From an optimization exercise on the open Yosys and OpenROAD flow, aimed at small area and a short achievable clock period; shortcuts taken in it are not production practice.
Where RTL was checked, it was by simulation tests only, not by an equivalence proof against the original.
The RTL of run 2 was laid out without a check of its function.

## flow/design.v (module list and top-level ports; edited modules follow where they fit)
// module nn_mac_engine: 1278 lines
// module nn_fa: 10 lines
// module nn_ha: 9 lines
// module nn_hac: 9 lines
// module nn_fa1: 9 lines
// module nn_gate: 9 lines
// module nn_hcc: 9 lines
// module nn_hct: 9 lines
// module nn_gaten: 9 lines
// module nn_invw: 8 lines
// module nn_ppa: 7 lines
// module nn_ppo: 7 lines
// module nn_ppn: 7 lines
module nn_mac_engine #(
  parameter int unsigned DW      = 8,
  parameter int unsigned N_LANES = 4,
  parameter int unsigned ACC_W   = 24,
  parameter int unsigned LEN_W   = 8,
  parameter int unsigned SH_W    = 5
) (
  input  logic                    clk,
  input  logic                    rst,
  input  logic                    start,
  input  logic [LEN_W-1:0]        len,
  input  logic [SH_W-1:0]         shift,
  input  logic                    relu_en,
  input  logic [N_LANES*DW-1:0]   in_a,
  input  logic [N_LANES*DW-1:0]   in_b,
  input  logic                    in_valid,
  output logic                    in_ready,
  output logic [DW-1:0]           out_data,
  output logic                    out_valid,
  input  logic                    out_ready,
  output logic                    busy,
  output logic                    done
);
  // ...
==> flow/flow/run.sh <==
#!/bin/bash
# Layout flow: the standard layout (standard.sh, unchanged synthesis), except that the
# buffers ORFS puts on the ports are the smallest plain buffer, buf_1, instead of the default
# delay-style buffer; the resizer may still size them up where timing needs it.
set -euo pipefail
bash standard.sh BUFFER_PORTS_ARGS="-buffer_cell sky130_fd_sc_hd__buf_1" finish > standard.log 2>&1
==> flow/standard.sh <==
#!/bin/bash
# synth_recipe.tcl (not shown) runs the flow's synth.tcl, then flattens the netlist and writes it again
# the make line also repeats each setting of config.mk as NAME=value (left out here)
make -C /OpenROAD-flow-scripts/flow DESIGN_CONFIG=/design/flow/config.mk WORK_HOME=/design/flow/orfs CLKGATE_MAP_FILE= SYNTH_SCRIPT=/design/flow/synth_recipe.tcl "${@:-finish}"
==> flow/config.mk <==
export PLATFORM = sky130hd
export DESIGN_NAME = nn_mac_engine
export DESIGN_NICKNAME = nn_mac_engine
export VERILOG_FILES = /design/flow/design.v
export SDC_FILE = /design/flow/constraint.sdc
export NUM_CORES = 4
export LEC_CHECK = 0
export ABC_CLOCK_PERIOD_IN_PS = 4000
export CAP_MARGIN = 10
export CORE_MARGIN = 2
export CORE_UTILIZATION = 40
export PLACE_DENSITY = 0.6
export SETUP_SLACK_MARGIN = 3.5
export SLEW_MARGIN = 10
export SYNTH_HIERARCHICAL = 1
==> flow/constraint.sdc <==
create_clock -name core_clock -period 7.5 [get_ports {clk}]
set_input_delay 1.5000 -clock core_clock [delete_from_list [all_inputs] [get_ports {clk}]]
set_output_delay 1.5000 -clock core_clock [all_outputs]
set_load 0.01 [all_outputs]
==> results.cfg, run 1 <==
[global_route]
grt_overflow = 0
met2_usage = 0.3313

[worst_setup_path]
crit_arrival_ns = 4.23
criticalPathCategory = reg -> reg
cp_common_cell = fa_2
critPathMaxFanout = 7

[yosys]
synth_nets = 1491
synth_top_area_share = 0.4162
synth_common_cells = 247 x nor2_1, 238 x fa_1, 104 x nand2_1, 90 x inv_1, 89 x dfxtp_1

[finish]
largest_register_ffs = 25
antennaDiodeCount = 0
syn_to_final_growth_pct = 12.10
top_register = acc
stdcell_count = 1614
buffers_excl_clock = 118
finalNetCount = 1597

[sta]
fin_crit_sh = 0.5245
relSlewSlack = 0.3965
rsz0062_at_grt = true

[detailed_routing]
drc = 0
dr.pass1.iters = 5

[run_status]
status = no timing/DRC/antenna violations

[clocking]
cts_max_level = 3
==> inputs of run 2 (changes only) <==
--- a/flow/design.v
+++ b/flow/design.v
@@ -1229,19 +1229,20 @@
       q59 <= xs399;
       q60 <= xc400;
       q61 <= xs401;
       q62 <= xc402;
   end
   assign acc_fb = acc;
   assign row_a = {acc_fb[23], acc_fb[22], acc_fb[21], acc_fb[20], acc_fb[19], acc_fb[18], yi513, ys511, ys509, ys505, ys499, yc484, yc474, ys471, yc450, yc440, ys437, yc422, ys419, ys413, yc410, yc408, yc406, yc404, acc_fb[0]};
   assign row_b = {yi519, yi518, yi517, yi516, yi515, yi514, yc512, yc510, yc506, yc500, yc492, ys491, ys483, ys473, ys461, ys449, ys439, ys429, ys421, ys415, ys411, ys409, ys407, ys405, ys403};
+  logic add;
+  assign add = v & busy;
   always_ff @(posedge clk) begin
-    if (!busy)  acc <= '0;
-    else if (v) acc <= row_a + row_b;
+    acc <= add ? (row_a + row_b) : (acc & {SUM_W{busy}});
   end
   logic             sgn;
   logic             ovf_p;         
   logic             ovf_n;         
   logic [NOV-1:0]   thr;           
   logic [3:0]       sh_hi, sh_md;  
   logic [37:0]      ext;           
   logic [13:0]      sel_hi;        
==> flow/config.mk (replaced) <==
export PLATFORM = sky130hd
export DESIGN_NAME = nn_mac_engine
export DESIGN_NICKNAME = nn_mac_engine
export VERILOG_FILES = /design/flow/design.v
export SDC_FILE = /design/flow/constraint.sdc
export NUM_CORES = 4
export LEC_CHECK = 0
export ABC_CLOCK_PERIOD_IN_PS = 4000
export CAP_MARGIN = 20
export CORE_MARGIN = 2
export CORE_UTILIZATION = 40
export PLACE_DENSITY = 0.6
export SETUP_SLACK_MARGIN = 3.5
export SLEW_MARGIN = 20
export SYNTH_HIERARCHICAL = 1
==> run 2 against run 1 <==
Effect of this change: maximum frequency is 1.0% lower; global-route usage is 0.49 points higher; flip-flop and latch count stayed put; design area is 0.96% higher; critical path depth is 4 lower; utilization is 0.44 points higher; register-to-register slack hardly changed.
==> results.cfg, run 2 <==
[run_status]
status = no timing/DRC/antenna violations

[yosys]
muxShareOfSynthArea = 0.04199
async_flop_share = 0.02830
ys_warn_count = 7
synth_compound_area_frac = 0.09348
synth_top_cell_by_area = fa_1
synthCells = 1129
synth-seq-cells = 106
synth_xor_area_frac = 0.01756
synth_area_leaders = fa_1 42%, dfxtp_1 16%, nor2_1 8.1%, ha_1 4.9%, edfxtp_1 3.7%
netlist_area_sq_um = 11470
synth_edf_count = 14
synth.most_common_cell = nor2_1
synth_top_area_share = 0.4154
synth_cell_types = 63
synth_common_cells = 248 x nor2_1, 238 x fa_1, 94 x nand2_1, 90 x inv_1, 89 x dfxtp_1
synth_ff_type = dfxtp_1
synth_seq_area_share = 0.1985
synth_adder_area_share = 0.4653
avgSynthCellArea_sq_um = 10.16
synth_nets = 1495
synth-simple-area-share = 0.1397
synth_top_family_by_area = adder cells

[detailed_routing]
ant_nets = 0
drt_iter0_drc = 595
dr.max_layer_used = met4
via_per_inst = 5.302
dr_wl_met3_um = 1969
wl_per_cell_um = 18.89
drt-met1-wl_um = 13230
num_vias = 8594
drc = 0
met2_length_um = 14850
routed_wl_um = 30630
dr.pass1.iters = 5

[worst_setup_path]
required_ns = 7.74
r2r_slack_ns = 3.57
crit_arrival_ns = 4.21
critPathCaptureType = flop
slowest_delay_ns = 0.47
critPathCapture = q35
cp_slowest_cell = fa_1
cp_common_cell = fa_1
worstReg2RegStart = q38
worstRegToRegCells = 13
cp_top_family = adder cells
critPathMaxFanout = 7
crit_start = in_a[3]
cp-start-kind = input port
criticalPathCategory = in -> reg
r2r_end = acc[24]
path_depth = 8
crit_buf_inv = 2
path_cells = buf_1 -> clkinvlp_4 -> nor2_1 -> fa_1 -> fa_1 -> fa_1 -> fa_1 -> ha_1

[finish]
syn_to_final_growth_pct = 12.96
postLayoutCellArea_sq_um = 12960
stdcell_count = 1621
final_common_cell = nor2_1
top_regs = acc: 25 flops, cnt: 8 flops, sh: 5 flops
top_register = acc
antennaDiodeCount = 0
final_cell_mix = 246 x nor2_1, 225 x fa_1, 93 x nand2_1
finalNetCount = 1604
fin_util = 0.4626
largest_register_ffs = 25
drive_above_1_share = 0.1030

[place]
dpl.hpwl_um = 25220
portBuffers = 94
postPlaceCellArea_sq_um = 12170
place_ws_ns = 3.130
gp_congestion = 0.9028
placedCellCount = 1575

[clocking]
cts_root_buf = clkbuf_16
numCtsBuffers = 9
clkTransAtPathRegs_ns = 0.07
worst_skew_pair.late_latency_ns = 0.36
cts.sinks = 106
clk_path_buf_depth = 2
cts_max_level = 3
cts_tree = done

[sta]
period_minus_slack_ns = 3.976
slew_violations = 0
fin_crit_sh = 0.5301
fin_ws_ns = 3.524
worst_pin_slew_ns = 0.8310
relSlewSlack = 0.4440
finalSetupViolations = 0
fin_tns_setup_ns = 0
max_freq_mhz = 251.5
skew_ns = 0.009224
hold_viol_final = 0
rsz0062_at_grt = true

[floorplanning]
die_h_um = 173.3
dieArea_sq_um = 30050
core-area_sq_um = 28010
rows = 61
die_w_um = 173.3
ios = 95
start_util = 0.4095

[global_route]
grt_pass1_wl_um = 49170
grt_usage = 0.2116
grt_pass1_vias = 9154
grt_max_degree = 25
antenna_found_initial = 0
grt_overflow = 0

[hold_path]
hp-class = reg -> reg

[job]
maxCapViolCount = 0
## run 2: cell types whose count changed in the layout (fill, tap and decap cells not counted), moves of 6 or more
cell,change
inv_1,+9
nand2_1,-10
buf_2,+6
inv_2,-9
a21oi_1,+7
mux2_2,+6
buf_4,+9
buf_1,-6
## run 2: worst reg2reg max path: cells and delay by family (launching register included)
kind / cells / cell delay (ns)
adder cells (fa/ha/maj): 6 / 2.30
AO/OA/AOI/OAI: 5 / 0.76
multiplexers: 2 / 0.49
flip-flops: 1 / 0.33
## run 2: cells by family (layout without fill, tap and decap cells)
logic type,count (synthesis),count (layout)
AND/OR/NAND/NOR,395,395
adder cells (fa/ha/maj),284,284
AO/OA/AOI/OAI,164,164
buffers and inverters,120,234
flip-flops,106,106
multiplexers,37,37
XOR/XNOR,23,23
## run 2: worst min-delay path by stage
stage | start | end | slack (ns) | cells past startpoint
after CTS | acc[23] | acc[23] | 0.54 | 2
after detailed placement | acc[23] | acc[23] | 0.53 | 2
after global placement | acc[23] | acc[23] | 0.52 | 2
after floorplan | acc[17] | acc[17] | 0.47 | 2
final | acc[23] | acc[23] | 0.53 | 2
after global routing | acc[0] | acc[0] | 0.59 | 2
## run 2: layer usage
metal | GRT usage | up-vias
li1 | - | 3914
met1 | 0.2902 | 4341
met2 | 0.3513 | 309
met3 | 0.03706 | 30
met4 | 0.04838 | 0
met5 | 0 | -
## run 2: cell type report
class / instances / area (sq um)
fill: 2699 / 15050
multi-input combinational: 903 / 8930
sequential: 106 / 2280
timing repair buffer: 126 / 619.3
tap: 378 / 473.0
inverter: 92 / 352.8
clock buffer: 10 / 229.0
clock inverter: 6 / 73.82
## run 2: timing repair
item / in CTS / in global routing
endpoints found under the hold margin: 0 / 0
hold buffers: 0 / 0
buffers inserted: 17 / 13
pin swaps: 5 / 37
endpoints found under the setup margin: 15 / 23
resized for setup: 18 / 58
## run 2: modules after synthesis, one instance, submodules excluded, a selection
module,cells inside,cell area [sq um]
nn_mac_engine,545,5258
nn_ppn,1,3.754
nn_ha,1,12.51
nn_fa1,5,27.53
nn_ppa,1,3.754
nn_fa,1,20.02
## run 2: through the flow
step,hold slack [ns]
floorplan,0.4713
global placement,0.5169
detailed placement,0.5283
CTS,0.5389
global route,0.5879
finish,0.5328

## static timing again, ports no longer ideal
Ports are ideal in the flow. The routed layouts listed here were re-timed in OpenROAD.
Step 1 sets driving cells, clkbuf_16 on the clock port and buf_2 on the other inputs (assumed; they add their load-dependent delay and slew).
Step 2 times the ports against the registers' clock, not the clock port: input delays grow and output delays shrink by t, the midpoint of the rising clock arrivals with the driver on.
Slacks: no drivers / after step 1 / after step 2; pairs: no drivers / after step 1.
run	t, ns	slack for setup (ns)	worst setup path at the end
run 1	0.396	3.566 / 3.566 / 3.199	input to register
run 2	0.399	3.524 / 3.548 / 3.149	input to register
After both steps setup and hold are still met in every run listed. The setup slack of run 2, which loses most, moves by +0.024 ns with the drivers and by -0.375 ns with both steps.
